Background: an optimization exercise with open tools, aiming at small area, a short achievable clock period and few clock cycles per item. Do not read the settings as production practice. The RTL was checked by simulation tests, not by an equivalence proof against the original design. Power figures rest on the tool's default switching activity, not on a simulated workload.

**run.sh**
```bash
#!/bin/bash
# synth_recipe.tcl (not shown) runs the flow's synth.tcl, then flattens the netlist and writes it again
# the make line also repeats each setting of config.mk as NAME=value (left out here)
make -C /OpenROAD-flow-scripts/flow DESIGN_CONFIG=/design/flow/config.mk WORK_HOME=/design/flow/orfs CLKGATE_MAP_FILE= SYNTH_SCRIPT=/design/flow/synth_recipe.tcl finish
```
**config.mk**
```make
export PLATFORM = sky130hd
export DESIGN_NAME = lru_key_value_cache
export DESIGN_NICKNAME = lru_key_value_cache
export VERILOG_FILES = /design/flow/design.v
export SDC_FILE = /design/flow/constraint.sdc
export NUM_CORES = 4
export LEC_CHECK = 0
export CAP_MARGIN = 20
export CORE_MARGIN = 2
export CORE_UTILIZATION = 40
export SLEW_MARGIN = 20
```
**constraint.sdc**
```tcl
create_clock -name core_clock -period 8.0 [get_ports {clk_i}]
set_input_delay 1.6000 -clock core_clock [delete_from_list [all_inputs] [get_ports {clk_i}]]
set_output_delay 1.6000 -clock core_clock [all_outputs]
set_load 0.01 [all_outputs]
```
**design.v**
```verilog
`timescale 1ns / 1ps
package lkv_pkg;
  localparam int unsigned KEY_W = 32;
  localparam int unsigned CAP_W = 5;
  localparam logic [CAP_W-1:0] CAP_RESET  = 5'd16;
  localparam logic [KEY_W-1:0] MISS_VALUE = 32'hFFFF_FFFF;
  localparam logic OP_GET = 1'b0;
  localparam logic OP_PUT = 1'b1;
  typedef enum logic [1:0] {
    ST_IDLE,
    ST_LOOK,
    ST_COMMIT
  } lkv_state_e;
  typedef struct packed {
    logic ready;    
    logic look;     
    logic commit;   
    logic shift;    
    logic evict;    
  } lkv_ctl_t;
endpackage
`timescale 1ns / 1ps
module lkv_cell (
  input  logic             clk_i,
  input  logic             shift_i,
  input  logic             live_i,
  input  logic [lkv_pkg::KEY_W-1:0] probe_i,
  input  logic [lkv_pkg::KEY_W-1:0] key_i,
  input  logic [lkv_pkg::KEY_W-1:0] value_i,
  output logic [lkv_pkg::KEY_W-1:0] key_o,
  output logic [lkv_pkg::KEY_W-1:0] value_o,
  output logic             match_o
);
  logic [lkv_pkg::KEY_W-1:0] key_q;
  logic [lkv_pkg::KEY_W-1:0] value_q;
  always_ff @(posedge clk_i) begin
    if (shift_i) begin
      key_q   <= key_i;
      value_q <= value_i;
    end
  end
  assign match_o = live_i && (key_q == probe_i);
  assign key_o   = key_q;
  assign value_o = value_q;
endmodule
`timescale 1ns / 1ps
module lkv_ctrl #(
  parameter int unsigned MAX_ENTRIES = 16
) (
  input  logic                      clk_i,
  input  logic                      rst_ni,
  input  logic                      ins_i,       
  input  logic                      cfg_we_i,
  input  logic [lkv_pkg::CAP_W-1:0] cfg_data_i,
  output logic [MAX_ENTRIES-1:0]    live_o,      
  output logic [MAX_ENTRIES-1:0]    ins_mask_o,  
  output logic [MAX_ENTRIES-1:0]    tail_o,      
  output logic                      full_o
);
  logic [lkv_pkg::CAP_W-1:0] cap_q;
  logic [MAX_ENTRIES-1:0]    live_q;
  always_comb begin
    tail_o = '0;
    if (cap_q == '0) begin
      tail_o[0] = 1'b1;
    end else if (32'(cap_q) > MAX_ENTRIES) begin
      tail_o[MAX_ENTRIES-1] = 1'b1;
    end else begin
      for (int i = 0; i < MAX_ENTRIES; i++) begin
        if (32'(cap_q) == i + 1) tail_o[i] = 1'b1;
      end
    end
  end
  assign full_o     = |(live_q & tail_o);
  assign ins_mask_o = full_o ? live_q : {live_q[MAX_ENTRIES-2:0], 1'b1};
  assign live_o     = live_q;
  always_ff @(posedge clk_i or negedge rst_ni) begin
    if (!rst_ni) begin
      cap_q  <= lkv_pkg::CAP_RESET;
      live_q <= '0;
    end else if (cfg_we_i) begin
      cap_q  <= cfg_data_i;
      live_q <= '0;
    end else if (ins_i) begin
      live_q <= ins_mask_o;
    end
  end
endmodule
`timescale 1ns / 1ps
module lru_key_value_cache #(
  parameter int unsigned MAX_ENTRIES = 16
) (
  input  logic             clk_i,
  input  logic             rst_ni,
  input  logic             req_valid_i,
  output logic             req_ready_o,
  input  logic             req_op_i,
  input  logic [lkv_pkg::KEY_W-1:0] req_key_i,
  input  logic [lkv_pkg::KEY_W-1:0] req_value_i,
  output logic             rsp_valid_o,
  input  logic             rsp_ready_i,
  output logic             rsp_hit_o,
  output logic [lkv_pkg::KEY_W-1:0] rsp_read_value_o,
  output logic             rsp_evicted_o,
  output logic [lkv_pkg::KEY_W-1:0] rsp_evicted_key_o,
  input  logic             cfg_we_i,
  input  logic [lkv_pkg::CAP_W-1:0] cfg_data_i
);
  localparam int unsigned W = lkv_pkg::KEY_W;
  logic          a_valid_q;
  logic          a_op_q;
  logic [W-1:0]  a_key_q;
  logic [W-1:0]  a_val_q;
  logic          commit;
  logic          o_valid_q;
  logic          o_hit_q;
  logic [W-1:0]  o_rd_q;
  logic          o_ev_q;
  logic [W-1:0]  o_evk_q;
  logic          s_valid_q;
  logic          s_hit_q;
  logic          s_op_q;
  logic          s_ev_q;
  logic [W-1:0]  s_data_q;
  logic          pop;
  logic [MAX_ENTRIES-1:0] live;
  logic [MAX_ENTRIES-1:0] ins_mask;
  logic [MAX_ENTRIES-1:0] tail;
  logic                   full;
  logic [MAX_ENTRIES-1:0] match;
  logic [MAX_ENTRIES-1:0] upto;
  logic [MAX_ENTRIES-1:0] shift;
  logic [W-1:0]           cell_key [MAX_ENTRIES];
  logic [W-1:0]           cell_val [MAX_ENTRIES];
  logic [W-1:0]           hit_val;
  logic [W-1:0]           lru_key;
  logic [W-1:0]           head_val;
  logic                   hit;
  logic                   put;
  logic                   ins;
  logic                   evict;
  logic [W-1:0]  n_rd;
  logic [W-1:0]  n_evk;
  logic [W-1:0]  n_data;
  assign commit      = a_valid_q && !s_valid_q;
  assign req_ready_o = !a_valid_q || !s_valid_q;
  always_ff @(posedge clk_i or negedge rst_ni) begin
    if (!rst_ni) begin
      a_valid_q <= 1'b0;
    end else if (req_ready_o) begin
      a_valid_q <= req_valid_i;
    end
  end
  always_ff @(posedge clk_i) begin
    if (req_ready_o) begin
      a_op_q  <= req_op_i;
      a_key_q <= req_key_i;
      a_val_q <= req_value_i;
    end
  end
  lkv_ctrl #(
    .MAX_ENTRIES (MAX_ENTRIES)
  ) u_ctrl (
    .clk_i      (clk_i),
    .rst_ni     (rst_ni),
    .ins_i      (ins),
    .cfg_we_i   (cfg_we_i),
    .cfg_data_i (cfg_data_i),
    .live_o     (live),
    .ins_mask_o (ins_mask),
    .tail_o     (tail),
    .full_o     (full)
  );
  assign put      = (a_op_q == lkv_pkg::OP_PUT);
  assign hit      = |match;
  assign ins      = commit && put && !hit;
  assign evict    = put && !hit && full;
  assign head_val = put ? a_val_q : hit_val;
  always_comb begin
    upto[MAX_ENTRIES-1] = match[MAX_ENTRIES-1];
    for (int i = MAX_ENTRIES - 2; i >= 0; i--) begin
      upto[i] = upto[i+1] | match[i];
    end
  end
  for (genvar i = 0; i < MAX_ENTRIES; i++) begin : g_cell
    logic [W-1:0] nb_key;
    logic [W-1:0] nb_val;
    assign shift[i] = commit && (upto[i] || (put && !hit && ins_mask[i]));
    if (i == 0) begin : g_head
      assign nb_key = a_key_q;
      assign nb_val = head_val;
    end else begin : g_body
      assign nb_key = cell_key[i-1];
      assign nb_val = cell_val[i-1];
    end
    lkv_cell u_cell (
      .clk_i   (clk_i),
      .shift_i (shift[i]),
      .live_i  (live[i]),
      .probe_i (a_key_q),
      .key_i   (nb_key),
      .value_i (nb_val),
      .key_o   (cell_key[i]),
      .value_o (cell_val[i]),
      .match_o (match[i])
    );
  end
  always_comb begin
    hit_val = '0;
    lru_key = '0;
    for (int i = 0; i < MAX_ENTRIES; i++) begin
      hit_val = hit_val | (cell_val[i] & {W{match[i]}});
      lru_key = lru_key | (cell_key[i] & {W{tail[i]}});
    end
  end
  assign n_rd   = put ? '0 : (hit ? hit_val : lkv_pkg::MISS_VALUE);
  assign n_evk  = evict ? lru_key : '0;
  assign n_data = put ? n_evk : n_rd;
  assign pop = o_valid_q && rsp_ready_i;
  always_ff @(posedge clk_i or negedge rst_ni) begin
    if (!rst_ni) begin
      o_valid_q <= 1'b0;
      s_valid_q <= 1'b0;
    end else begin
      if (pop || !o_valid_q) begin
        o_valid_q <= s_valid_q || commit;
        s_valid_q <= 1'b0;
      end else if (commit) begin
        s_valid_q <= 1'b1;
      end
    end
  end
  always_ff @(posedge clk_i) begin
    if (pop || !o_valid_q) begin
      if (s_valid_q) begin
        o_hit_q <= s_hit_q;
        o_rd_q  <= s_op_q ? '0 : s_data_q;
        o_ev_q  <= s_ev_q;
        o_evk_q <= s_op_q ? s_data_q : '0;
      end else begin
        o_hit_q <= hit;
        o_rd_q  <= n_rd;
        o_ev_q  <= evict;
        o_evk_q <= n_evk;
      end
    end
    if (commit) begin
      s_hit_q  <= hit;
      s_op_q   <= put;
      s_ev_q   <= evict;
      s_data_q <= n_data;
    end
  end
  assign rsp_valid_o       = o_valid_q;
  assign rsp_hit_o         = o_hit_q;
  assign rsp_read_value_o  = o_rd_q;
  assign rsp_evicted_o     = o_ev_q;
  assign rsp_evicted_key_o = o_evk_q;
endmodule
```
==> results of run 1 <==
routing by layer:
metal / track usage (%) / vias to the layer above / routed length [um]
met1: 44.8 / 18700 / 82000
met5: 0 / - / 221
li1: - / 14100 / -
met2: 45.7 / 3927 / 90500
met4: 17.6 / 14 / 14900
met3: 12.2 / 736 / 35500
report_power, final:
| part | total (mW) | leakage (nW) | switching, mW | internal [mW] |
|---|---|---|---|---|
| logic | 1.14 | 5.50 | 0.770 | 0.373 |
| clock network | 6.16 | 2.07 | 2.71 | 3.44 |
| registers | 7.24 | 11.2 | 0.169 | 7.07 |
layout make-up:
type	instances	area (um^2)	area share [%]
Antenna cell	5	12.5	0.0208
Clock buffer	155	3370	5.59
Clock inverter	82	862	1.43
Inverter	57	214	0.355
Multi-Input combinational cell	1911	14800	24.6
Sequential cell	1214	36300	60.3
Tap cell	1742	2180	3.62
Timing Repair Buffer	272	2440	4.05
per-stage QoR:
| stage | setup slack (ns) | utilization, % |
|---|---|---|
| after detailed placement | 1.81 | 43.2 |
| after global placement | 1.96 | 43.2 |
| after floorplan | 0.466 | - |
| after global routing | 1.60 | 46.5 |
| after CTS | 1.77 | 46.5 |
| final | 1.50 | 46.5 |
placed cells by master, fill, tap and decap left out, drive strengths merged, types with 7 or more instances in the layout:
cell type      synthesis  layout
o2111ai               38      38
clkdlybuf4s50          0     141
clkbuf               142     155
a32o                  30      30
mux2                  37      37
buf                   98     131
dfrtp                 23      23
a22oi                201     201
clkinv                 1      55
edfxtp              1190    1190
nor4                  57      57
nand4                254     254
mux2i                 30      30
xor2                 101     101
bufinv                 0      12
o211ai                24      24
a31oi                 22      22
and3                  29      29
and2                  21      21
nor2                  44      44
xnor2                393     393
o21ai                 21      21
nand3b                 7       7
a21oi                 11      11
o21a                  10      10
a22o                 130     130
nand3                 66      66
a21boi                15      15
nor2b                  9       9
inv                   56      68
and4                  20      20
nand2b                37      37
nor3                  61      61
a222oi                28      28
a221oi                66      66
nand2                 75      75
kinds of logic after synthesis:
logic type      count (synthesis)  share of synthesized area [%]
buf+inv                       297                           2.78
flops                        1214                           69.5
mux                            67                           1.37
compound gates                638                           9.92
xor+xnor                      494                           8.28
simple gates                  712                           8.12
registers in the layout, indices dropped and copies added, names as in the netlist, 5 cells and up:
signal,count
g_cell.u_cell.value_q,512
s_data_q,32
o_evk_q,32
o_rd_q,32
u_ctrl.live_q,16
u_ctrl.cap_q,5
a_val_q,32
g_cell.u_cell.key_q,512
a_key_q,32
critical path, cell delays in order (launching register included):
cell      delay, ns
edfxtp_1       1.17
xnor2_1        0.17
nand4_1        0.34
nor4_4         0.09
buf_4          0.26
and3_1         0.20
buf_4          0.26
nor4_1         0.49
and4_4         0.76
nand3_1        0.54
buf_4          0.38
o21ai_4        0.88
buf_12         0.45
path summary, 6_finish.rpt:
kind / to / cells after the start / slack, ns
min in group asynchronous: s_valid_q / 1 / 0.79
max in group asynchronous: u_ctrl.cap_q[3] / 1 / 6.78
hold reg to reg: g_cell[13].u_cell.value_q[3] / 0 / 0.44
hold / removal: g_cell[13].u_cell.value_q[3] / 0 / 0.44
setup reg to reg: g_cell[4].u_cell.key_q[30] / 12 / 1.50
setup / recovery: g_cell[4].u_cell.key_q[30] / 12 / 1.50
==> reports/qor.txt, run 1 <==
fin crit period = 6.50 ns
Layout Cells excl Fill = 5438
EDFF count, synth = 1190
Max Fanout on Critical Path = 46
synthesized area per cell = 15.3 um^2
Post-DP HPWL = 150 mm
number of cells upsized or downsized after cts = 0
Worst EP required = 8.42 ns
Area Overhead vs Synth = 15.3%
Max IR drop VDD = 234 uV
die height = 365 um
vias in the first global route = 34600
Port Buffers = 142
CP Launch Type = register
clock sinks = 1214
global-route wire length before repair = 299 mm
Initial DRC Count = 8202
DR WL/cell = 41.0 um
clock-pin slew on the worst setup and hold paths = 0.06 ns
final setup violation count = 0
die area = 134000 um^2
RSZ-0062 raised after global routing = no
total gr overflow = 0
Power Total = 14.5 mW
Num CTS Buffers = 130
fin. max-slew vios = 0
Setup crit start = a_key_q[31]
TritonRoute pass-1 iters = 9
total wire length = 223 mm
CTS Buffer Depth = 3
Crit. End Element = register
TritonCTS clock tree = done
Final Hold Slack = 0.437 ns
global placer's final weighted congestion = 1.14
Leak Pwr = 18.8 nW
distinct cell type count after synthesis = 76
initial antenna violation count = 12
setup TNS = 0 ns
largest net degree at the start of global routing = 65
Root Buffer Master = clkbuf_16
# IOs = 143
worst slew pin tran = 1.34 ns
number of buffers added for setup after CTS = 0
status = no timing/DRC/antenna violations
drc violations = 0
max cap viols = 0
Top FF cell, synth = edfxtp_1
Total Routing Usage GR = 32.9%
row cnt = 132
Placed Instances = 5196
Fillers = 11200
Die W = 365 um
Synth top area share = 68.4%
total vias in the final route = 37400
Clock Skews = 0.0369 ns
Hold Startpoint = g_cell[12].u_cell.value_q[3]
Ys Warns = 5
Post-Syn Nets = 3497
Post-synth top cells = edfxtp_1 (1190), xnor2_1 (393), nand4_1 (254), a22oi_1 (201), clkbuf_1 (141)
biggest area consumer among synthesized cells = edfxtp_1
Seq cells post-synth = 1214
post-route cell area = 60300 um^2
Min-Delay Path Class = register to register
synth top area cells = edfxtp_1 (68%), xnor2_1 (6.6%), nand4_1 (3.0%), a22oi_1 (2.9%), a22o_1 (2.2%)
layout cell share with drive strength beyond 1 = 11.7%
post-synthesis cell count = 3422
Cell Pwr Density = 241 nW/um^2
cell with the most instances after synthesis = edfxtp_1
FF-to-FF Start = a_key_q[31]
Max Freq = 0.154 GHz
Starting Density = 40.3%
number of nets in the layout = 3661
clk latency of the worst-skew pair = 0.81 ns
cts hold-fix bufs = 0
synthesized area = 52300 um^2
ys async rst share = 1.98%
dpl cell area = 56000 um^2
Core Box Area = 130000 um^2
sequential-to-total area share from yosys stat = 69.5%
Tcrit/Tclk final = 81.2%
Final ANT Viol Nets = 0
Max-slew headroom = 10.2%
Hold Fails Final Rpt = 0
Via density = 6.88
CTS H-Tree Depth = 4
Arr. time, crit path = 6.92 ns
Setup CP Type = register to register
Testbench counts, summed over its fixed seeds: cycles 9,616, items 9,600.
==> inputs of run 2 (changes only) <==
--- a/design.v
+++ b/design.v
@@ -107,10 +107,19 @@
   input  logic [lkv_pkg::CAP_W-1:0] cfg_data_i
 );
   localparam int unsigned W = lkv_pkg::KEY_W;
+  localparam int unsigned N = MAX_ENTRIES;
   logic          a_valid_q;
   logic          a_op_q;
   logic [W-1:0]  a_key_q;
   logic [W-1:0]  a_val_q;
+  logic [N-1:0]  a_raw;
+  logic [N-1:0]  a_match;
+  logic          a_same;
+  logic          b_valid_q;
+  logic          b_op_q;
+  logic [W-1:0]  b_key_q;
+  logic [W-1:0]  b_val_q;
+  logic [N-1:0]  b_match_q;
   logic          commit;
   logic          o_valid_q;
   logic          o_hit_q;
@@ -123,43 +132,48 @@
   logic          s_ev_q;
   logic [W-1:0]  s_data_q;
   logic          pop;
-  logic [MAX_ENTRIES-1:0] live;
-  logic [MAX_ENTRIES-1:0] ins_mask;
-  logic [MAX_ENTRIES-1:0] tail;
-  logic                   full;
-  logic [MAX_ENTRIES-1:0] match;
-  logic [MAX_ENTRIES-1:0] upto;
-  logic [MAX_ENTRIES-1:0] shift;
-  logic [W-1:0]           cell_key [MAX_ENTRIES];
-  logic [W-1:0]           cell_val [MAX_ENTRIES];
-  logic [W-1:0]           hit_val;
-  logic [W-1:0]           lru_key;
-  logic [W-1:0]           head_val;
-  logic                   hit;
-  logic                   put;
-  logic                   ins;
-  logic                   evict;
+  logic [N-1:0]  live;
+  logic [N-1:0]  ins_mask;
+  logic [N-1:0]  tail;
+  logic          full;
+  logic [N-1:0]  upto;
+  logic [N-1:0]  shift;
+  logic [W-1:0]  cell_key [N];
+  logic [W-1:0]  cell_val [N];
+  logic [W-1:0]  hit_val;
+  logic [W-1:0]  lru_key;
+  logic [W-1:0]  head_val;
+  logic          hit;
+  logic          put;
+  logic          ins;
+  logic          evict;
   logic [W-1:0]  n_rd;
   logic [W-1:0]  n_evk;
   logic [W-1:0]  n_data;
-  assign commit      = a_valid_q && !s_valid_q;
-  assign req_ready_o = !a_valid_q || !s_valid_q;
+  assign commit      = !s_valid_q;
+  assign req_ready_o = commit;
   always_ff @(posedge clk_i or negedge rst_ni) begin
     if (!rst_ni) begin
       a_valid_q <= 1'b0;
-    end else if (req_ready_o) begin
+      b_valid_q <= 1'b0;
+    end else if (commit) begin
       a_valid_q <= req_valid_i;
+      b_valid_q <= a_valid_q;
     end
   end
   always_ff @(posedge clk_i) begin
-    if (req_ready_o) begin
-      a_op_q  <= req_op_i;
-      a_key_q <= req_key_i;
-      a_val_q <= req_value_i;
+    if (commit) begin
+      a_op_q    <= req_op_i;
+      a_key_q   <= req_key_i;
+      a_val_q   <= req_value_i;
+      b_op_q    <= a_op_q;
+      b_key_q   <= a_key_q;
+      b_val_q   <= a_val_q;
+      b_match_q <= a_match;
     end
   end
   lkv_ctrl #(
-    .MAX_ENTRIES (MAX_ENTRIES)
+    .MAX_ENTRIES (N)
   ) u_ctrl (
     .clk_i      (clk_i),
     .rst_ni     (rst_ni),
@@ -171,23 +185,23 @@
     .tail_o     (tail),
     .full_o     (full)
   );
-  assign put      = (a_op_q == lkv_pkg::OP_PUT);
-  assign hit      = |match;
-  assign ins      = commit && put && !hit;
+  assign put      = (b_op_q == lkv_pkg::OP_PUT);
+  assign hit      = |b_match_q;
+  assign ins      = b_valid_q && commit && put && !hit;
   assign evict    = put && !hit && full;
-  assign head_val = put ? a_val_q : hit_val;
+  assign head_val = put ? b_val_q : hit_val;
   always_comb begin
-    upto[MAX_ENTRIES-1] = match[MAX_ENTRIES-1];
-    for (int i = MAX_ENTRIES - 2; i >= 0; i--) begin
-      upto[i] = upto[i+1] | match[i];
-    end
-  end
-  for (genvar i = 0; i < MAX_ENTRIES; i++) begin : g_cell
+    upto[N-1] = b_match_q[N-1];
+    for (int i = N - 2; i >= 0; i--) begin
+      upto[i] = upto[i+1] | b_match_q[i];
+    end
+  end
+  for (genvar i = 0; i < N; i++) begin : g_cell
     logic [W-1:0] nb_key;
     logic [W-1:0] nb_val;
-    assign shift[i] = commit && (upto[i] || (put && !hit && ins_mask[i]));
+    assign shift[i] = b_valid_q && commit && (upto[i] || (put && !hit && ins_mask[i]));
     if (i == 0) begin : g_head
-      assign nb_key = a_key_q;
+      assign nb_key = b_key_q;
       assign nb_val = head_val;
     end else begin : g_body
       assign nb_key = cell_key[i-1];
@@ -202,30 +216,37 @@
       .value_i (nb_val),
       .key_o   (cell_key[i]),
       .value_o (cell_val[i]),
-      .match_o (match[i])
+      .match_o (a_raw[i])
     );
+  end
+  assign a_same = (a_key_q == b_key_q);
+  assign a_match[0] = shift[0] ? a_same : a_raw[0];
+  for (genvar i = 1; i < N; i++) begin : g_fix
+    assign a_match[i] = shift[i] ? a_raw[i-1] : a_raw[i];
   end
   always_comb begin
     hit_val = '0;
     lru_key = '0;
-    for (int i = 0; i < MAX_ENTRIES; i++) begin
-      hit_val = hit_val | (cell_val[i] & {W{match[i]}});
+    for (int i = 0; i < N; i++) begin
+      hit_val = hit_val | (cell_val[i] & {W{b_match_q[i]}});
       lru_key = lru_key | (cell_key[i] & {W{tail[i]}});
     end
   end
   assign n_rd   = put ? '0 : (hit ? hit_val : lkv_pkg::MISS_VALUE);
   assign n_evk  = evict ? lru_key : '0;
   assign n_data = put ? n_evk : n_rd;
-  assign pop = o_valid_q && rsp_ready_i;
+  logic push;
+  assign push = b_valid_q && commit;
+  assign pop  = o_valid_q && rsp_ready_i;
   always_ff @(posedge clk_i or negedge rst_ni) begin
     if (!rst_ni) begin
       o_valid_q <= 1'b0;
       s_valid_q <= 1'b0;
     end else begin
       if (pop || !o_valid_q) begin
-        o_valid_q <= s_valid_q || commit;
+        o_valid_q <= s_valid_q || push;
         s_valid_q <= 1'b0;
-      end else if (commit) begin
+      end else if (push) begin
         s_valid_q <= 1'b1;
       end
     end
@@ -244,7 +265,7 @@
         o_evk_q <= n_evk;
       end
     end
-    if (commit) begin
+    if (push) begin
       s_hit_q  <= hit;
       s_op_q   <= put;
       s_ev_q   <= evict;
==> run 2 against run 1 <==
Against the previous run:
- routed wire length is 12% lower
- utilization is 0.13 points higher
- global-route usage is 4.5 points lower
- register-to-register slack better by 1.1 ns
- cell count is 2.1% lower
- via count is 9.2% lower
- synthesized area is 1.8% higher
- flip-flop and latch count is 82 higher
- first-iteration DRC count is 24% lower
- clock power is 3.9% higher
- largest cell class unchanged
==> reports/qor.txt, run 2 <==
status = no timing/DRC/antenna violations
global-route wire length before repair = 267 mm (-11%)
Comb power frac = 28.1% (+20 points)
number of nets in the layout = 3528 (-3.6%)
die height = 369 um (+0.87%)
Seq cells post-synth = 1296 (+6.8%)
Max Freq = 0.186 GHz (+21%)
post-synthesis cell count = 3298 (-3.6%)
Leak Pwr = 19.2 nW (+2.3%)
Via density = 6.39 (-7.2%)
clock sinks = 1296 (+6.8%)
clock-pin slew on the worst setup and hold paths = 0.06 ns (about the same)
CTS H-Tree Depth = 4 (unchanged)
TritonRoute pass-1 iters = 10 (+1)
Area Overhead vs Synth = 15.4% (about the same)
Initial DRC Count = 6249 (-24%)
clock network fraction of total power = 21.6% (-21 points)
CTS Buffer Depth = 3 (unchanged)
layout cell share with drive strength beyond 1 = 10.6% (-1.1 points)
Port Buffers = 142 (unchanged)
most frequent cells in the layout = edfxtp_1 (1271), xnor2_1 (479), a22oi_1 (282)
synth top area cells = edfxtp_1 (72%), xnor2_1 (7.9%), a22oi_1 (4.0%), a22o_1 (2.1%), nand4_1 (1.4%)
clk latency of the worst-skew pair = 0.79 ns (-0.02 ns)
Clock Skews = 0.0195 ns (-0.0174 ns)
cell with the most instances after synthesis = edfxtp_1
# IOs = 143 (unchanged)
sequential-to-total area share from yosys stat = 73.0% (+3.4 points)
row cnt = 133 (+0.76%)
Cell Int Power = 18.3 mW (+68%)
Worst EP required = 8.42 ns (about the same)
Crit. End Element = register
ys async rst share = 1.93% (-0.048 points)
die area = 136000 um^2 (+1.7%)
Tcrit/Tclk final = 67.2% (-14 points)
Root Buffer Master = clkbuf_16
Starting Density = 40.4% (+0.092 points)
Die W = 369 um (+0.87%)
synthesized area = 53200 um^2 (+1.8%)
Max-slew headroom = 15.4% (+5.3 points)
vias in the first global route = 32800 (-5.1%)
total vias in the final route = 34000 (-9.2%)
worst r2r path cells = 9 (-3)
Hold Fails Final Rpt = 0 (unchanged)
Num CTS Buffers = 139 (+6.9%)
setup TNS = 0 ns (unchanged)
Synth top area share = 71.8% (+3.4 points)
most common cell after layout, fill and taps aside = edfxtp_1
EDFF count, synth = 1271 (+6.8%)
Post-synth top cells = edfxtp_1 (1271), xnor2_1 (479), a22oi_1 (282), clkbuf_1 (164), a22o_1 (129)
Max IR drop VDD = 347 uV (+48%)
total gr overflow = 0 (unchanged)
worst hold stages = 0 (unchanged)
largest net degree at the start of global routing = 76 (+17%)
Arr. time, crit path = 5.80 ns (-1.12 ns)
final setup violation count = 0 (unchanged)
Sw Share = 38.2% (+13 points)
RSZ-0062 raised after global routing = no
Fillers = 11300 (+1.3%)
total wire length = 196 mm (-12%)
Reg power frac = 50.3% (+0.5 points)
max cap viols = 0 (unchanged)
initial antenna violation count = 12 (unchanged)
Min-Delay Path Class = register to register
global placer's final weighted congestion = 1.05 (-7.8%)
drc violations = 0 (unchanged)
number of cells upsized or downsized after cts = 0 (unchanged)
distinct cell type count after synthesis = 57 (-25%)
Cell Pwr Density = 484 nW/um^2 (+100%)
Post-Syn Nets = 3373 (-3.5%)
synthesized area per cell = 16.1 um^2 (+5.6%)
DR WL/cell = 36.9 um (-10%)
fin. max-slew vios = 0 (unchanged)
Core Box Area = 132000 um^2 (+1.5%)
number of buffers added for setup after CTS = 0 (unchanged)
biggest area consumer among synthesized cells = edfxtp_1
Total Routing Usage GR = 28.4% (-4.5 points)
Ys Warns = 5 (unchanged)
biggest regs = g_cell.u_cell.key_q x512, g_cell.u_cell.value_q x512
Post-DP HPWL = 135 mm (-10%)
Final ANT Viol Nets = 0 (unchanged)
cts hold-fix bufs = 0 (unchanged)
CP Launch Type = register
TritonCTS clock tree = done
worst slew pin tran = 1.26 ns (-0.0804 ns)
fin crit period = 5.38 ns (-1.12 ns)
sw power = 11.3 mW (+210%)
Setup CP Type = register to register
Max Fanout on Critical Path = 41 (-11%)
Top FF cell, synth = edfxtp_1
fin util = 46.6% (+0.13 points)
==> run 2: cell types whose count changed in the layout (fill, tap and decap cells not counted), sizes merged, moves of 38 or more <==
| cell | change |
|---|---|
| edfxtp | +81 |
| nand4 | -132 |
| inv | -50 |
| nor3 | -55 |
| xnor2 | +86 |
| a21oi | +101 |
| o2111ai | -38 |
| a22oi | +81 |
| nand2 | -41 |
| nor2 | +45 |
==> run 2: cell type report <==
cell class | instances | area, um^2 | share of cell area [%]
diodes | 5 | 12.5 | 0.0204
clock buffers | 168 | 3700 | 6.03
clock inverters | 82 | 723 | 1.18
inverters | 10 | 47.5 | 0.0775
multi-input cells | 1771 | 13700 | 22.3
flip-flops and latches | 1296 | 38800 | 63.2
well taps | 1755 | 2200 | 3.58
repair buffers | 235 | 2190 | 3.57
==> run 2: cell families (layout without fill, tap and decap cells) <==
| family | after synthesis | after routing | synth area share, % |
|---|---|---|---|
| buf+inv | 231 | 495 | 1.78 |
| compound gates | 688 | 688 | 10.2 |
| xor+xnor | 543 | 543 | 8.94 |
| other cells | 0 | 5 | 0 |
| simple gates | 511 | 511 | 5.57 |
| mux | 29 | 29 | 0.567 |
| flops | 1296 | 1296 | 73.0 |
==> run 2: worst max-delay path, stage by stage (launching register included) <==
cell      delay [ns]
dfrtp_1         0.50
inv_8           0.29
nand2_1         0.36
inv_2           0.85
nand2_1         0.15
or2_1           0.30
a31oi_2         0.87
a222oi_1        0.37
inv_4           0.59
buf_4           0.64
==> run 2: power groups by stage <==
stage | Combinational, mW | Sequential, mW | Clock (mW)
floorplan | 4.47 | 13.7 | 0
global placement | 8.11 | 14.8 | 0
detailed placement | 8.18 | 14.9 | 0
CTS | 8.20 | 14.8 | 6.44
global route | 8.55 | 15.1 | 6.71
finish | 8.35 | 14.9 | 6.40
==> run 2: metrics by stage <==
step | cell area (um^2) | setup WS (ns) | cells | hold slack [ns] | power (mW)
2_1_floorplan | 53200 | 1.61 | 3298 | 0.400 | 18.2
3_3_place_gp | 56800 | 2.88 | 5061 | 0.403 | 22.9
3_5_place_dp | 56900 | 2.73 | 5064 | 0.405 | 23.0
4_1_cts | 61300 | 2.73 | 5314 | 0.418 | 29.4
5_1_grt | 61300 | 2.42 | 5317 | 0.420 | 30.4
6_report | 61300 | 2.62 | 5322 | 0.419 | 29.7
==> run 2: final timing paths <==
kind	start	to	slack, ns
min in group asynchronous	rst_ni	o_valid_q	1.20
hold / removal	a_val_q[28]	b_val_q[28]	0.42
setup / recovery	s_valid_q	g_cell[15].u_cell.key_q[13]	2.62
setup reg to reg	s_valid_q	g_cell[15].u_cell.key_q[13]	2.62
hold reg to reg	a_val_q[28]	b_val_q[28]	0.42
max in group asynchronous	rst_ni	u_ctrl.cap_q[4]	6.46
==> run 2: per-layer routing <==
| layer | vias to the layer above | GRT usage [%] | wire [um] | share of wire [%] |
|---|---|---|---|---|
| li1 | 13500 | - | - | - |
| met5 | - | 0 | 36 | 0.018 |
| met4 | 6 | 14.8 | 11200 | 5.7 |
| met3 | 428 | 7.58 | 25500 | 13 |
| met2 | 2757 | 42.6 | 86700 | 44 |
| met1 | 17300 | 37.9 | 72700 | 37 |
Testbench counts of run 2, summed over its fixed seeds: cycles 9,624, items 9,600.
==> inputs of run 3 (changes only) <==
--- a/config.mk
+++ b/config.mk
@@ -5,7 +5,9 @@
 export SDC_FILE = /design/flow/constraint.sdc
 export NUM_CORES = 4
 export LEC_CHECK = 0
+export ABC_CLOCK_PERIOD_IN_PS = 3000
 export CAP_MARGIN = 20
 export CORE_MARGIN = 2
 export CORE_UTILIZATION = 40
+export SETUP_SLACK_MARGIN = 4.5
 export SLEW_MARGIN = 20
==> run 3 against run 2 <==
Against the previous run:
- via count increased by 5.4%
- fmax rose by 48%
- synthesized cell count stayed put
- design area up 2.1%
- global-route usage grew 2.5 points
- routed wire length up 9.1%
- clock skew is 0.020 ns higher
- combinational power increased by 11%
- critical path type unchanged
- highest routed layer unchanged
==> reports/qor.txt, run 3 <==
Area Overhead vs Synth = 17.8%
Slowest cell on crit path = nor4_1
setup TNS = 0 ns (unchanged)
post-synthesis cell count = 3298 (unchanged)
largest net degree at the start of global routing = 76 (unchanged)
clock sinks = 1296 (unchanged)
Total Routing Usage GR = 30.9% (+2.5 points)
EDFF count, synth = 1271 (unchanged)
RSZ-0062 raised after global routing = yes
Synth top area share = 71.8% (unchanged)
drc violations = 0 (unchanged)
Max IR drop VDD = 243 uV (-30%)
Num CTS Buffers = 139 (unchanged)
total vias in the final route = 35800 (+5.4%)
Leak Pwr = 19.8 nW (+2.8%)
Seq cells post-synth = 1296 (unchanged)
Ys Warns = 5 (unchanged)
TritonCTS clock tree = done
global-route wire length before repair = 288 mm (+7.7%)
worst r2r path cells = 7 (-2)
worst hold stages = 0 (unchanged)
die area = 136000 um^2 (unchanged)
Crit. End Element = register
TritonRoute pass-1 iters = 12 (+2)
Post-Syn Nets = 3373 (unchanged)
Arr. time, crit path = 4.27 ns (-1.53 ns)
DR WL/cell = 39.6 um (+7.4%)
total gr overflow = 0 (unchanged)
Tcrit/Tclk final = 45.4% (-22 points)
most common cell after layout, fill and taps aside = edfxtp_1
synthesized area per cell = 16.1 um^2 (unchanged)
distinct cell type count after synthesis = 57 (unchanged)
Power Total = 30.8 mW (+3.8%)
Max Fanout on Critical Path = 18 (-56%)
Via density = 6.63 (+3.7%)
biggest area consumer among synthesized cells = edfxtp_1
biggest regs = g_cell.u_cell.key_q x512, g_cell.u_cell.value_q x512
Hold Fails Final Rpt = 0 (unchanged)
Clock Skews = 0.0391 ns (+0.0196 ns)
most frequent CP cell = nand4_1
sequential-to-total area share from yosys stat = 73.0% (unchanged)
cells along the critical path = buf_4 -> xnor2_1 -> nand4_1 -> nor4_1 -> nand4_1 -> or4_1 -> mux2i_1
ys async rst share = 1.93% (unchanged)
clock-pin slew on the worst setup and hold paths = 0.06 ns (about the same)
CP Launch Type = register
Post-synth top cells = edfxtp_1 (1271), xnor2_1 (479), a22oi_1 (282), clkbuf_1 (164), a22o_1 (129)
synth top area cells = edfxtp_1 (72%), xnor2_1 (7.9%), a22oi_1 (4.0%), a22o_1 (2.1%), nand4_1 (1.4%)
initial antenna violation count = 17 (+5)
final setup violation count = 0 (unchanged)
Root Buffer Master = clkbuf_16
Setup CP Type = register to register
number of nets in the layout = 3602 (+2.1%)
Top FF cell, synth = edfxtp_1
die height = 369 um (unchanged)
Final ANT Viol Nets = 0 (unchanged)
layout cell share with drive strength beyond 1 = 13.4% (+2.8 points)
synthesized area = 53200 um^2 (unchanged)
total wire length = 214 mm (+9.1%)
Cell Pwr Density = 491 nW/um^2 (+1.6%)
Min-Delay Path Class = register to register
Starting Density = 40.4% (unchanged)
fin. max-slew vios = 0 (unchanged)
clk latency of the worst-skew pair = 0.80 ns (about the same)
Slowest Stage Delay on Critical Path = 0.88 ns (about the same)
most frequent cells in the layout = edfxtp_1 (1271), xnor2_1 (473), a22oi_1 (282)
Initial DRC Count = 7287 (+17%)
# IOs = 143 (unchanged)
Core Box Area = 132000 um^2 (unchanged)
Die W = 369 um (unchanged)
max cap viols = 0 (unchanged)
cell with the most instances after synthesis = edfxtp_1
worst slew pin tran = 1.12 ns (-0.138 ns)
Worst EP required = 8.64 ns (+0.22 ns)
Post-DP HPWL = 135 mm (about the same)
Port Buffers = 142 (unchanged)
row cnt = 133 (unchanged)
fin crit period = 3.63 ns (-1.74 ns)
CTS Buffer Depth = 3 (unchanged)
vias in the first global route = 33800 (+2.9%)
status = no timing/DRC/antenna violations
CTS H-Tree Depth = 4 (unchanged)
global placer's final weighted congestion = 1.06 (+1.0%)
Fillers = 11200 (-1.4%)
Max Freq = 0.275 GHz (+48%)
Max-slew headroom = 24.7% (+9.3 points)
## run 3: cell counts after synthesis
No cell type changed its count.
## run 3: where the power goes
group	switching [mW]	leakage, nW	internal [mW]	total (mW)
Clock	2.88	2.22	3.67	6.54
Combinational	6.40	5.07	2.86	9.25
Sequential	2.85	12.5	12.1	15.0
Total	12.1	19.8	18.7	30.8
## run 3: stage by stage
| stage | cells | hold slack [ns] | worst slack [ns] | util [%] | instance area, um^2 |
|---|---|---|---|---|---|
| 3_5_place_dp | 5066 | 0.405 | 3.05 | 43.2 | 56900 |
| 5_1_grt | 5400 | 0.427 | 4.45 | 47.6 | 62600 |
| 3_3_place_gp | 5065 | 0.404 | 2.48 | 43.2 | 56900 |
| 4_1_cts | 5391 | 0.419 | 4.49 | 47.4 | 62400 |
| 2_1_floorplan | 3298 | 0.400 | 4.24 | - | 53300 |
| 6_report | 5409 | 0.419 | 4.37 | 47.6 | 62600 |
## run 3: timing repair
item / in CTS / in global routing
endpoints found under the setup margin: 1121 / 316
hold buffers: 0 / 0
setup buffers: 39 / 6
cloned: 28 / 1
gates resized for setup: 72 / 21
pin swaps: 21 / 6
## run 3: kinds of logic after synthesis
| family | after synthesis | share of synthesized area [%] |
|---|---|---|
| DFF | 1296 | 73.0 |
| muxes | 29 | 0.567 |
| and+or+nand+nor | 511 | 5.57 |
| AOI/OAI and AO/OA | 688 | 10.2 |
| buffers and inverters | 231 | 1.78 |
| xor gates and xnor gates | 543 | 8.94 |
## run 3: worst paths after layout
| check | start | to | slack, ns |
|---|---|---|---|
| min in group asynchronous | rst_ni | o_valid_q | 1.20 |
| setup reg to reg | a_key_q[23] | b_match_q[13] | 4.37 |
| setup / recovery | a_key_q[23] | b_match_q[13] | 4.37 |
| hold / removal | a_val_q[12] | b_val_q[12] | 0.42 |
| hold reg to reg | a_val_q[12] | b_val_q[12] | 0.42 |
| max in group asynchronous | rst_ni | u_ctrl.cap_q[4] | 6.48 |
## run 3: layout make-up
type	count	area (um^2)	share of cell area [%]
timing repair buffer	282	2730	4.35
multi-input combinational	1793	14200	22.7
antenna	10	25.0	0.0399
inverter	10	61.3	0.0979
clock inverter	92	961	1.53
tap	1755	2200	3.51
sequential	1296	38800	61.9
clock buffer	166	3610	5.76
timing repair inverter	5	37.5	0.0599
## run 3: routing by layer
metal	vias up	track usage (%)	share of wire (%)
li1	13800	-	-
met1	18100	39.3	35
met2	3285	45.7	43
met3	684	11.1	14
met4	14	17.8	7.2
met5	-	0	0.043
## run 3: critical path: cells and delay by family (launching register included)
kind	cells	cell delay, ns
AND/OR/NAND/NOR	4	2.06
buffers and inverters	1	0.26
flip-flops	1	0.37
multiplexers	1	0.20
XOR/XNOR	1	0.58
==> inputs of run 4 (changes only) <==
--- a/design.v
+++ b/design.v
@@ -59,6 +59,7 @@
 );
   logic [lkv_pkg::CAP_W-1:0] cap_q;
   logic [MAX_ENTRIES-1:0]    live_q;
+  logic                      full_q;
   always_comb begin
     tail_o = '0;
     if (cap_q == '0) begin
@@ -71,18 +72,21 @@
       end
     end
   end
-  assign full_o     = |(live_q & tail_o);
-  assign ins_mask_o = full_o ? live_q : {live_q[MAX_ENTRIES-2:0], 1'b1};
+  assign full_o     = full_q;
+  assign ins_mask_o = full_q ? live_q : {live_q[MAX_ENTRIES-2:0], 1'b1};
   assign live_o     = live_q;
   always_ff @(posedge clk_i or negedge rst_ni) begin
     if (!rst_ni) begin
       cap_q  <= lkv_pkg::CAP_RESET;
       live_q <= '0;
+      full_q <= 1'b0;
     end else if (cfg_we_i) begin
       cap_q  <= cfg_data_i;
       live_q <= '0;
+      full_q <= 1'b0;
     end else if (ins_i) begin
       live_q <= ins_mask_o;
+      full_q <= |(ins_mask_o & tail_o);
     end
   end
 endmodule
@@ -108,10 +112,6 @@
 );
   localparam int unsigned W = lkv_pkg::KEY_W;
   localparam int unsigned N = MAX_ENTRIES;
-  logic          a_valid_q;
-  logic          a_op_q;
-  logic [W-1:0]  a_key_q;
-  logic [W-1:0]  a_val_q;
   logic [N-1:0]  a_raw;
   logic [N-1:0]  a_match;
   logic          a_same;
@@ -127,6 +127,7 @@
   logic          o_ev_q;
   logic [W-1:0]  o_evk_q;
   logic          s_valid_q;
+  logic          ready_q;
   logic          s_hit_q;
   logic          s_op_q;
   logic          s_ev_q;
@@ -151,24 +152,19 @@
   logic [W-1:0]  n_evk;
   logic [W-1:0]  n_data;
   assign commit      = !s_valid_q;
-  assign req_ready_o = commit;
+  assign req_ready_o = ready_q;
   always_ff @(posedge clk_i or negedge rst_ni) begin
     if (!rst_ni) begin
-      a_valid_q <= 1'b0;
       b_valid_q <= 1'b0;
     end else if (commit) begin
-      a_valid_q <= req_valid_i;
-      b_valid_q <= a_valid_q;
+      b_valid_q <= req_valid_i;
     end
   end
   always_ff @(posedge clk_i) begin
     if (commit) begin
-      a_op_q    <= req_op_i;
-      a_key_q   <= req_key_i;
-      a_val_q   <= req_value_i;
-      b_op_q    <= a_op_q;
-      b_key_q   <= a_key_q;
-      b_val_q   <= a_val_q;
+      b_op_q    <= req_op_i;
+      b_key_q   <= req_key_i;
+      b_val_q   <= req_value_i;
       b_match_q <= a_match;
     end
   end
@@ -211,7 +207,7 @@
       .clk_i   (clk_i),
       .shift_i (shift[i]),
       .live_i  (live[i]),
-      .probe_i (a_key_q),
+      .probe_i (req_key_i),
       .key_i   (nb_key),
       .value_i (nb_val),
       .key_o   (cell_key[i]),
@@ -219,7 +215,7 @@
       .match_o (a_raw[i])
     );
   end
-  assign a_same = (a_key_q == b_key_q);
+  assign a_same = (req_key_i == b_key_q);
   assign a_match[0] = shift[0] ? a_same : a_raw[0];
   for (genvar i = 1; i < N; i++) begin : g_fix
     assign a_match[i] = shift[i] ? a_raw[i-1] : a_raw[i];
@@ -242,12 +238,15 @@
     if (!rst_ni) begin
       o_valid_q <= 1'b0;
       s_valid_q <= 1'b0;
+      ready_q   <= 1'b1;
     end else begin
       if (pop || !o_valid_q) begin
         o_valid_q <= s_valid_q || push;
         s_valid_q <= 1'b0;
+        ready_q   <= 1'b1;
       end else if (push) begin
         s_valid_q <= 1'b1;
+        ready_q   <= 1'b0;
       end
     end
   end
--- a/config.mk
+++ b/config.mk
@@ -5,9 +5,9 @@
 export SDC_FILE = /design/flow/constraint.sdc
 export NUM_CORES = 4
 export LEC_CHECK = 0
-export ABC_CLOCK_PERIOD_IN_PS = 3000
+export ABC_CLOCK_PERIOD_IN_PS = 2500
 export CAP_MARGIN = 20
 export CORE_MARGIN = 2
 export CORE_UTILIZATION = 40
-export SETUP_SLACK_MARGIN = 4.5
+export SETUP_SLACK_MARGIN = 5.0
 export SLEW_MARGIN = 20
==> run 4 against run 3 <==
Against the previous run:
- register-to-register slack improved by 0.54 ns
- count of clock-buffer cells in the layout down 2
- utilization up 4.1 points
- global-route usage increased by 3.9 points
- cell count up 0.15%
- largest power group unchanged
- combinational power down 57%
- setup slack improved by 0.52 ns
- critical path depth is 1 higher
- clock power decreased by 0.6%
- routed wire length rose by 9.9%
==> reports/qor.txt, run 4 <==
Worst EP required = 8.67 ns (+0.03 ns)
synth top area cells = edfxtp_1 (71%), xnor2_1 (8.2%), a22oi_1 (4.2%), a22o_1 (2.2%), nand4_1 (1.9%)
Post-Syn Nets = 3268 (-3.1%)
Total Routing Usage GR = 34.8% (+3.9 points)
post-synthesis cell count = 3193 (-3.2%)
pre-CTS setup slack = 3.28 ns (+0.224 ns)
Max Fanout on Critical Path = 6 (-12)
Post-synth top cells = edfxtp_1 (1206), xnor2_1 (479), a22oi_1 (289), clkbuf_1 (168), nand4_1 (153)
Via density = 6.70 (+1.1%)
Area Overhead vs Synth = 28.4%
synthesized area = 51300 um^2 (-3.5%)
cells along the critical path = buf_12 -> buf_12 -> xnor2_4 -> nand4_1 -> nor4_1 -> nand4_1 -> or4_4 -> mux2i_1
status = no timing/DRC/antenna violations
Max Freq = 0.321 GHz (+17%)
worst hold stages = 0 (unchanged)
worst r2r path cells = 8 (+1)
fin. max-slew vios = 0 (unchanged)
Ys Warns = 5 (unchanged)
CTS H-Tree Depth = 4 (unchanged)
die area = 131000 um^2 (-3.5%)
final setup violation count = 0 (unchanged)
Arr. time, crit path = 3.79 ns (-0.48 ns)
Placed Instances = 4885 (-3.6%)
Worst path depth = 8 (+1)
sequential-to-total area share from yosys stat = 71.9% (-1.1 points)
Final ANT Viol Nets = 0 (unchanged)
Fillers = 10300 (-8.2%)
fin crit period = 3.12 ns (-0.516 ns)
clock sinks = 1232 (-4.9%)
largest net degree at the start of global routing = 54 (-29%)
Max-slew headroom = 22.6% (-2.1 points)
Slowest cell on crit path = or4_4
cts hold-fix bufs = 0 (unchanged)
RSZ-0062 raised after global routing = yes
Top FF cell, synth = edfxtp_1
Tcrit/Tclk final = 39.0% (-6.4 points)
Root Buffer Master = clkbuf_16
die height = 362 um (-1.8%)
fin worst setup slack = 4.88 ns (+0.516 ns)
total gr overflow = 0 (unchanged)
ys async rst share = 2.11% (+0.18 points)
vias in the first global route = 34100 (+1.0%)
Cell Pwr Density = 302 nW/um^2 (-39%)
# IOs = 143 (unchanged)
initial antenna violation count = 14 (-3)
biggest regs = g_cell.u_cell.key_q x512, g_cell.u_cell.value_q x512
global-route wire length before repair = 308 mm (+7.1%)
drc violations = 0 (unchanged)
max cap viols = 0 (unchanged)
Layout Cells excl Fill = 5417 (+0.15%)
Starting Density = 40.3% (-0.12 points)
EDFF count, synth = 1206 (-5.1%)
DR WL/cell = 43.4 um (+9.7%)
Num CTS Buffers = 134 (-3.6%)
Max IR drop VDD = 202 uV (-17%)
distinct cell type count after synthesis = 55 (-3.5%)
Setup CP Type = input pin to register
global placer's final weighted congestion = 1.07 (+0.63%)
Min-Delay Path Class = register to register
total wire length = 235 mm (+9.9%)
Die W = 362 um (-1.8%)
Crit. End Element = register
Seq cells post-synth = 1232 (-4.9%)
Post-DP HPWL = 145 mm (+7.3%)
CP Launch Type = input pin
Slowest Stage Delay on Critical Path = 0.59 ns (-0.29 ns)
clk latency of the worst-skew pair = 0.83 ns (+0.03 ns)
Final Hold Slack = 0.434 ns (+0.0144 ns)
Clock Skews = 0.0546 ns (+0.0155 ns)
Leak Pwr = 22.5 nW (+14%)
CTS Buffer Depth = 3 (unchanged)
number of nets in the layout = 3728 (+3.5%)
Initial DRC Count = 7258 (-0.40%)
Critical path buffers and inverters = 2 (+1)
Core Box Area = 127000 um^2 (-3.2%)
worst slew pin tran = 1.13 ns (+0.00924 ns)
cell with the most instances after synthesis = edfxtp_1
row cnt = 131 (-1.5%)
Synth top area share = 70.6% (-1.2 points)
layout cell share with drive strength beyond 1 = 26.7% (+13 points)
TritonCTS clock tree = done
clock-pin slew on the worst setup and hold paths = 0.07 ns (about the same)
most common cell after layout, fill and taps aside = edfxtp_1
Hold Fails Final Rpt = 0 (unchanged)
most frequent cells in the layout = edfxtp_1 (1206), xnor2_1 (317), a22oi_1 (288)
TritonRoute pass-1 iters = 12 (unchanged)
Port Buffers = 142 (unchanged)
total vias in the final route = 36300 (+1.2%)
setup TNS = 0 ns (unchanged)
biggest area consumer among synthesized cells = edfxtp_1
critical path's top delay family = simple AND/OR/NAND/NOR gates
synthesized area per cell = 16.1 um^2 (-0.37%)
run 4: cell types whose count changed after synthesis, sizes merged, moves of 20 or more:
cell | previous run | this run
a21oi | 112 | 43
edfxtp | 1271 | 1206
mux2i | 20 | 64
a21o | 0 | 34
or2 | 33 | 1
nand4 | 122 | 153
and3 | 31 | 2
inv | 10 | 36
nor2 | 89 | 66
nand2 | 34 | 14
run 4: metrics by stage:
step	utilization, %	power, mW	cell area (um^2)
after floorplan	-	10.6	52100
after global placement	43.2	12.5	55100
after detailed placement	43.2	12.5	55100
after CTS	50.5	19.5	64300
after global routing	51.7	20.2	65900
final	51.7	19.9	65900
run 4: final timing paths:
path                                         startpoint                      endpoint  slack (ns)
max                                       req_key_i[16]                 b_match_q[12]        4.88
min                        g_cell[1].u_cell.value_q[24]  g_cell[2].u_cell.value_q[24]        0.43
max reg2reg                               b_match_q[12]    g_cell[3].u_cell.key_q[28]        4.91
min reg2reg                g_cell[1].u_cell.value_q[24]  g_cell[2].u_cell.value_q[24]        0.43
max in group asynchronous                        rst_ni                     s_valid_q        6.53
min in group asynchronous                        rst_ni                     b_valid_q        0.87
run 4: logic make-up after synthesis:
kind of cell	count (synthesis)	share of synthesized area, %
xor+xnor	543	9.27
buf+inv	253	2.00
flops	1232	71.9
mux	76	1.51
simple gates	441	5.11
compound gates	648	10.2
run 4: per-layer routing:
| layer | up-vias | GRT usage [%] | wire length (um) |
|---|---|---|---|
| met3 | 771 | 8.80 | 30200 |
| met5 | - | 0 | 95 |
| met1 | 18500 | 44.9 | 82800 |
| met2 | 3281 | 52.1 | 102000 |
| met4 | 14 | 22.7 | 20000 |
| li1 | 13800 | - | - |
run 4: area by class of cell:
cell class / count / area (um^2) / area share, %
diodes: 2 / 5.00 / 0.00760
flip-flops and latches: 1232 / 36900 / 56.0
clock inverters: 72 / 998 / 1.52
clock buffers: 164 / 3540 / 5.37
inverters: 38 / 160 / 0.243
multi-input cells: 1713 / 16300 / 24.7
well taps: 1662 / 2080 / 3.16
repair buffers: 534 / 5940 / 9.01
run 4: what timing repair did:
item                       4_1_cts  5_1_grt
pin swaps                       85       79
setup endpoints to repair     1179      459
buffers inserted               190       55
gates cloned                    34       15
resized for setup              743      224
run 4: where the power goes:
part	internal [mW]	switching [mW]	total, mW
Combinational	1.38	2.61	3.99
Clock	3.71	2.79	6.50
Sequential	8.47	0.917	9.39
run 4: worst register-to-register path, delay by kind of cell (launching register included):
family          cells  cell delay [ns]
buf+inv             4             0.77
simple gates        3             1.17
flops               1             0.50
compound gates      1             0.07
Testbench counts of run 4, summed over its fixed seeds: cycles 9,616, items 9,600.
==> inputs of run 5 (changes only) <==
--- a/config.mk
+++ b/config.mk
@@ -8,6 +8,6 @@
 export ABC_CLOCK_PERIOD_IN_PS = 2500
 export CAP_MARGIN = 20
 export CORE_MARGIN = 2
-export CORE_UTILIZATION = 40
+export CORE_UTILIZATION = 55
 export SETUP_SLACK_MARGIN = 5.0
 export SLEW_MARGIN = 20
==> run 5 against run 4 <==
Against the previous run:
- die area decreased by 27%
- global-route usage up 14 points
- count of clock-buffer cells in the layout fell by 5
- first-iteration DRC count up 11%
- critical endpoint is now b_match_q[2]
- largest power group unchanged
==> reports/qor.txt, run 5 <==
status = no timing/DRC/antenna violations
row cnt = 112 (-15%)
Post-synth top cells = edfxtp_1 (1206), xnor2_1 (479), a22oi_1 (289), clkbuf_1 (168), nand4_1 (153)
Setup CP Type = register to register
Synth Area in Adders = 0% (unchanged)
post-synthesis cell count = 3193 (unchanged)
Compound-Gate Fraction of Synth Area = 10.2% (unchanged)
Post-DP HPWL = 144 mm (-0.53%)
Critical path buffers and inverters = 6 (+4)
largest net degree at the start of global routing = 70 (+30%)
Worst EP required = 8.50 ns (-0.17 ns)
Starting Density = 55.2% (+15 points)
Slowest Stage Delay on Critical Path = 0.55 ns (-0.04 ns)
Crit. End Element = register
cts hold-fix bufs = 0 (unchanged)
cell with the most instances after synthesis = edfxtp_1
die area = 95700 um^2 (-27%)
Die W = 309 um (-15%)
RSZ-0062 raised after global routing = yes
Top FF cell, synth = edfxtp_1
layout cell share with drive strength beyond 1 = 25.7% (-1.0 points)
Cell Pwr Density = 302 nW/um^2 (about the same)
EDFF count, synth = 1206 (unchanged)
number of nets in the layout = 3712 (-0.43%)
global placer's final weighted congestion = 1.17 (+8.7%)
Clock Skews = 0.0244 ns (-0.0302 ns)
biggest regs = g_cell.u_cell.key_q x512, g_cell.u_cell.value_q x512
synthesized area per cell = 16.1 um^2 (unchanged)
Leak Pwr = 22.2 nW (-1.3%)
Worst path depth = 11 (+3)
most frequent CP cell = buf_12
Final ANT Viol Nets = 0 (unchanged)
Arr. time, crit path = 3.80 ns (about the same)
distinct cell type count after synthesis = 55 (unchanged)
Max Freq = 0.303 GHz (-5.6%)
main combinational cell family by area after synthesis = compound AO/OA/AOI/OAI gates
Root Buffer Master = clkbuf_16
biggest area consumer among synthesized cells = edfxtp_1
drc violations = 0 (unchanged)
multiplexer share of the synthesized area = 1.51% (unchanged)
fin crit period = 3.30 ns (+0.185 ns)
clock-pin slew on the worst setup and hold paths = 0.06 ns (about the same)
Max IR drop VDD = 185 uV (-8.2%)
Initial DRC Count = 8039 (+11%)
most frequent cells in the layout = edfxtp_1 (1206), xnor2_1 (333), a22oi_1 (289)
critical path's top delay family = simple AND/OR/NAND/NOR gates
Via density = 7.57 (+13%)
Port Buffers = 142 (unchanged)
Final Hold Slack = 0.442 ns (+0.00822 ns)
Num CTS Buffers = 131 (-2.2%)
Synth top area share = 70.6% (unchanged)
die height = 309 um (-15%)
total wire length = 237 mm (+0.54%)
fin. max-slew vios = 0 (unchanged)
synth top area cells = edfxtp_1 (71%), xnor2_1 (8.2%), a22oi_1 (4.2%), a22o_1 (2.2%), nand4_1 (1.9%)
Min-Delay Path Class = register to register
cells along the critical path = buf_12 -> or4_4 -> nor4b_4 -> nor4b_4 -> buf_4 -> buf_4 -> buf_12 -> a21oi_4 -> buf_12 -> buf_16 -> mux2i_1
Area Overhead vs Synth = 26.9%
CTS H-Tree Depth = 4 (unchanged)
sequential-to-total area share from yosys stat = 71.9% (unchanged)
Post-Syn Nets = 3268 (unchanged)
clk latency of the worst-skew pair = 0.77 ns (-0.06 ns)
ys async rst share = 2.11% (unchanged)
post-synthesis simple-gate area fraction = 5.11% (unchanged)
Core Box Area = 92900 um^2 (-27%)
Tcrit/Tclk final = 41.3% (+2.3 points)
worst r2r path cells = 11 (+3)
worst slew pin tran = 1.19 ns (+0.0624 ns)
TritonRoute pass-1 iters = 7 (-5)
vias in the first global route = 35500 (+4.0%)
CP Launch Type = register
synthesized area = 51300 um^2 (unchanged)
DR WL/cell = 47.2 um (+8.8%)
global-route wire length before repair = 308 mm (+0.11%)
post-synthesis xor/xnor area fraction = 9.27% (unchanged)
# IOs = 143 (unchanged)
final setup violation count = 0 (unchanged)
Fillers = 6030 (-41%)
max cap viols = 0 (unchanged)
Max-slew headroom = 20.4% (-2.3 points)
Hold Fails Final Rpt = 0 (unchanged)
Ys Warns = 5 (unchanged)
setup TNS = 0 ns (unchanged)
Seq cells post-synth = 1232 (unchanged)
Max Fanout on Critical Path = 17 (+11)
initial antenna violation count = 17 (+3)
Slowest cell on crit path = or4_4
worst hold stages = 0 (unchanged)
total gr overflow = 0 (unchanged)
clock sinks = 1232 (unchanged)
TritonCTS clock tree = done
most common cell after layout, fill and taps aside = edfxtp_1
Total Routing Usage GR = 48.5% (+14 points)
CTS Buffer Depth = 3 (unchanged)
total vias in the final route = 37900 (+4.4%)
run 5: changes by cell type in the layout (fill, tap and decap cells not counted), sizes merged, moves of 2 or more:
cell / change
clkinv: +8
inv: +3
bufinv: -5
clkbuf: -3
clkinvlp: +3
bufbuf: +2
buf: -40
clkdlybuf4s15: +18
diode: +8
run 5: cell type report:
class	count	area, um^2	share of cell area, %
tap	1254	1570	2.41
timing repair buffer	517	6010	9.23
antenna	10	25.0	0.0384
clock inverter	80	708	1.09
inverter	38	195	0.300
multi-input combinational	1716	16200	24.9
clock buffer	159	3530	5.42
sequential	1232	36900	56.6
timing repair inverter	1	8.76	0.0135
run 5: path summary, 6_finish.rpt:
path                                                    from                      endpoint  slack (ns)
max in group asynchronous                             rst_ni                     o_valid_q        6.60
worst min register to register  g_cell[0].u_cell.value_q[20]  g_cell[1].u_cell.value_q[20]        0.44
worst max-delay path                           b_match_q[13]                  b_match_q[2]        4.70
worst min-delay path            g_cell[0].u_cell.value_q[20]  g_cell[1].u_cell.value_q[20]        0.44
worst max register to register                 b_match_q[13]                  b_match_q[2]        4.70
min in group asynchronous                             rst_ni              u_ctrl.live_q[4]        0.89
run 5: cell families after synthesis:
family,count (synthesis)
AOI/OAI and AO/OA,648
buffers and inverters,253
DFF,1232
muxes,76
and+or+nand+nor,441
xor gates and xnor gates,543
run 5: where the power goes:
| group | internal [mW] | leakage [nW] | total, mW | switching [mW] |
|---|---|---|---|---|
| sequential | 8.47 | 11.9 | 9.43 | 0.953 |
| combinational | 1.39 | 8.29 | 4.03 | 2.64 |
| clock | 3.48 | 2.07 | 6.17 | 2.69 |
run 5: through the flow:
stage	std cells	area, um^2	util (%)	power (mW)	setup WS (ns)
floorplan	3193	52100	-	10.6	4.39
finish	5007	65100	70.1	19.6	4.70
CTS	4936	63900	68.8	19.1	4.92
global route	4997	65100	70.1	19.8	4.68
global placement	4480	54600	58.7	12.4	2.53
detailed placement	4481	54600	58.7	12.4	2.36
run 5: routing by layer:
layer	share of wire, %	track usage (%)
met5	0.055	0.506
met4	11	37.6
met3	15	16.4
met2	42	70.5
met1	32	59.8
run 5: repair_timing:
item,CTS,global route
gates cloned,39,14
pin swaps,107,57
endpoints found under the setup margin,1259,539
buffers inserted,177,47
resized for setup,773,154
==> inputs of run 6 (changes only) <==
--- a/config.mk
+++ b/config.mk
@@ -8,6 +8,7 @@
 export ABC_CLOCK_PERIOD_IN_PS = 2500
 export CAP_MARGIN = 20
 export CORE_MARGIN = 2
-export CORE_UTILIZATION = 55
+export CORE_UTILIZATION = 40
 export SETUP_SLACK_MARGIN = 5.0
 export SLEW_MARGIN = 20
+export TNS_END_PERCENT = 5
==> run 6 against run 5 <==
Against the previous run:
- still clean
- flip-flop and latch count unchanged
- cell count increased by 7.3%
- sequential power shrank 1%
- routed wire length shrank 4.4%
- first-iteration DRC count decreased by 21%
- synthesized cell count unchanged
- worst hold slack worse by 0.0081 ns
- clock skew up 0.018 ns
- synthesized area is the same
- utilization is 19 points lower
- global-route usage down 15 points
- register-to-register slack gained 0.12 ns
- critical path type is now input pin to register
- largest power group unchanged
==> reports/qor.txt, run 6 <==
status = no timing/DRC/antenna violations
Post-Syn Nets = 3268 (unchanged)
TritonRoute pass-1 iters = 9 (+2)
Sw Share = 31.4% (-0.58 points)
cts hold-fix bufs = 0 (unchanged)
Initial DRC Count = 6350 (-21%)
worst r2r path cells = 7 (-4)
Cell Int Power = 13.3 mW (about the same)
Hold Startpoint = g_cell[14].u_cell.value_q[3]
final setup violation count = 0 (unchanged)
EDFF count, synth = 1206 (unchanged)
total wire length = 226 mm (-4.4%)
die height = 362 um (+17%)
Slowest cell on crit path = or4_4
biggest regs = g_cell.u_cell.key_q x512, g_cell.u_cell.value_q x512
dpl cell area = 55100 um^2 (+0.90%)
Top FF cell, synth = edfxtp_1
cells along the critical path = buf_6 -> buf_12 -> xnor2_4 -> nand4_1 -> nor4_4 -> nand4_1 -> or4_4 -> mux2i_1
synthesized area = 51300 um^2 (unchanged)
synthesized area per cell = 16.1 um^2 (unchanged)
distinct cell type count after synthesis = 55 (unchanged)
Area Overhead vs Synth = 26.5%
ys async rst share = 2.11% (unchanged)
Root Buffer Master = clkbuf_16
r2r setup slk = 4.82 ns (+0.12 ns)
most frequent cells in the layout = edfxtp_1 (1206), xnor2_1 (322), a22oi_1 (289)
Total Routing Usage GR = 33.6% (-15 points)
setup TNS = 0 ns (unchanged)
Fillers = 10400 (+73%)
initial antenna violation count = 14 (-3)
Clock Skews = 0.0429 ns (+0.0184 ns)
clock sinks = 1232 (unchanged)
Max Fanout on Critical Path = 5 (-12)
fin crit period = 3.26 ns (-0.0397 ns)
Num CTS Buffers = 136 (+3.8%)
synth top area cells = edfxtp_1 (71%), xnor2_1 (8.2%), a22oi_1 (4.2%), a22o_1 (2.2%), nand4_1 (1.9%)
most frequent CP cell = nand4_1
Starting Density = 40.3% (-15 points)
Slowest Stage Delay on Critical Path = 0.66 ns (+0.11 ns)
Min-Delay Path Class = register to register
Post-synth top cells = edfxtp_1 (1206), xnor2_1 (479), a22oi_1 (289), clkbuf_1 (168), nand4_1 (153)
TritonCTS clock tree = done
total vias in the final route = 35900 (-5.3%)
CTS Buffer Depth = 3 (unchanged)
CP Launch Type = input pin
Layout Cells excl Fill = 5373 (+7.3%)
vias in the first global route = 33600 (-5.4%)
Max Freq = 0.306 GHz (+1.2%)
Arr. time, crit path = 3.91 ns (+0.11 ns)
post-synthesis cell count = 3193 (unchanged)
register area = 36900 um^2 (unchanged)
Max-slew headroom = 25.1% (+4.8 points)
Placed Instances = 4894 (+9.2%)
cell with the most instances after synthesis = edfxtp_1
Synth top area share = 70.6% (unchanged)
clock-pin slew on the worst setup and hold paths = 0.06 ns (about the same)
fin. max-slew vios = 0 (unchanged)
Ys Warns = 5 (unchanged)
RSZ-0062 raised after global routing = yes
biggest area consumer among synthesized cells = edfxtp_1
FF-to-FF Start = b_match_q[1]
max cap viols = 0 (unchanged)
row cnt = 131 (+17%)
DR WL/cell = 42.1 um (-11%)
layout cell share with drive strength beyond 1 = 23.3% (-2.4 points)
Reg power frac = 48.0% (about the same)
Critical Path End = b_match_q[15]
global-route wire length before repair = 299 mm (-3.1%)
# IOs = 143 (unchanged)
largest net degree at the start of global routing = 70 (unchanged)
clk latency of the worst-skew pair = 0.81 ns (+0.04 ns)
sequential-to-total area share from yosys stat = 71.9% (unchanged)
drc violations = 0 (unchanged)
Max IR drop VDD = 207 uV (+12%)
Tcrit/Tclk final = 40.8% (-0.50 points)
Worst EP required = 8.65 ns (+0.15 ns)
CTS H-Tree Depth = 4 (unchanged)
Crit. End Element = register
worst slew pin tran = 1.12 ns (-0.0673 ns)
Core Box Area = 127000 um^2 (+37%)
sw power = 6.12 mW (-2.7%)
Setup CP Type = input pin to register
Cell Pwr Density = 300 nW/um^2 (-0.49%)
number of nets in the layout = 3675 (-1.0%)
global placer's final weighted congestion = 1.08 (-7.7%)
Seq cells post-synth = 1232 (unchanged)
total gr overflow = 0 (unchanged)
Post-DP HPWL = 142 mm (-1.5%)
most common cell after layout, fill and taps aside = edfxtp_1
Via density = 6.67 (-12%)
Die W = 362 um (+17%)
Hold Fails Final Rpt = 0 (unchanged)
Port Buffers = 142 (unchanged)
Critical R2R Capture = g_cell[8].u_cell.key_q[31]
die area = 131000 um^2 (+37%)
post-route cell area = 64900 um^2 (-0.37%)
Leak Pwr = 22.0 nW (-1.1%)
Comb power frac = 19.4% (-1.1 points)
area occupied by multi-input gates = 16100 um^2 (-0.81%)
Setup crit start = req_key_i[0]
Final ANT Viol Nets = 0 (unchanged)
clock network fraction of total power = 32.7% (+1.3 points)
run 6: through the flow:
| step | util, % | hold slack, ns | setup slack (ns) | power, mW |
|---|---|---|---|---|
| after floorplan | - | 0.427 | 4.30 | 10.5 |
| after global placement | 43.3 | 0.428 | 2.63 | 12.5 |
| after detailed placement | 43.2 | 0.434 | 2.71 | 12.5 |
| after CTS | 49.9 | 0.435 | 4.77 | 19.2 |
| after global routing | 50.9 | 0.438 | 4.76 | 19.8 |
| final | 50.9 | 0.434 | 4.74 | 19.5 |
run 6: worst min-delay path by stage:
stage	endpoint	depth (start not counted)
final	g_cell[15].u_cell.value_q[3]	0
after global routing	g_cell[15].u_cell.value_q[3]	0
after CTS	g_cell[15].u_cell.value_q[3]	0
after detailed placement	g_cell[10].u_cell.value_q[3]	0
after global placement	g_cell[13].u_cell.value_q[2]	0
after floorplan	g_cell[2].u_cell.value_q[12]	0
run 6: what timing repair did:
action,CTS,global route
cloned,20,8
setup buffers,165,37
endpoints found under the hold margin,0,0
endpoints found under the setup margin,1115,879
gates resized for setup,498,174
pin swaps,79,72
run 6: logic make-up after synthesis:
logic type                count (synthesis)  synth area share [%]
DFF                                    1232                  71.9
AOI/OAI and AO/OA                       648                  10.2
xor gates and xnor gates                543                  9.27
and+or+nand+nor                         441                  5.11
buffers and inverters                   253                  2.00
muxes                                    76                  1.51
run 6: layout make-up:
type                    instances  share of cell area [%]
clock inverters                75                    1.26
multi-input cells            1711                    24.8
diodes                          8                  0.0309
flip-flops and latches       1232                    56.8
clock buffers                 166                    5.53
inverters                      38                   0.251
repair buffers                481                    8.11
well taps                    1662                    3.21
run 6: critical path, delay by kind of cell:
| family | cells | cell delay, ns |
|---|---|---|
| AND/OR/NAND/NOR | 4 | 1.61 |
| buffers and inverters | 2 | 0.24 |
| XOR/XNOR | 1 | 0.31 |
| multiplexers | 1 | 0.15 |
run 6: power groups by stage:
stage	Combinational, mW	Sequential (mW)	Clock [mW]
3_5_place_dp	3.10	9.36	0
5_1_grt	3.76	9.42	6.62
2_1_floorplan	1.47	9.06	0
3_3_place_gp	3.11	9.36	0
6_report	3.77	9.34	6.36
4_1_cts	3.49	9.28	6.38
run 6: layer usage:
| metal | global-route usage (%) | part of all wire [%] |
|---|---|---|
| met5 | 0 | 0.057 |
| met4 | 20.6 | 7.8 |
| met3 | 8.93 | 12 |
| met2 | 50.2 | 44 |
| met1 | 43.8 | 36 |

-- separate check: timing with driven ports --
In the flow no input, the clock included, has a driving cell. The finished layouts below were timed again as built, in two steps.
Step 1 sets driving cells, clkbuf_16 on the clock port and buf_2 on the other inputs (assumed; they add their load-dependent delay and slew).
Step 2 times the ports against the registers' clock, not the clock port: input delays grow and output delays shrink by t, the midpoint of the rising clock arrivals with the driver on.
Three values: ideal, step 1, step 2; two values: the first two.
run | shift t [ns] | slack for setup (ns) | worst hold slack (ns)
run 1 | 0.871 | 1.500 / 1.500 / 1.500 | 0.437 / 0.437 / 0.437
run 2 | 0.857 | 2.624 / 2.624 / 2.624 | 0.419 / 0.419 / 0.419
run 3 | 0.870 | 4.367 / 4.367 / 4.367 | 0.419 / 0.419 / 0.419
run 4 | 0.875 | 4.883 / 4.854 / 4.037 | 0.434 / 0.434 / 0.434
run 5 | 0.835 | 4.698 / 4.698 / 3.905 | 0.442 / 0.442 / 0.442
run 6 | 0.865 | 4.737 / 4.704 / 3.918 | 0.434 / 0.434 / 0.434
After both steps every run listed still meets setup and hold. For run 4, which loses most, drivers alone change the setup slack by -0.029 ns; drivers and shift together by -0.846 ns.
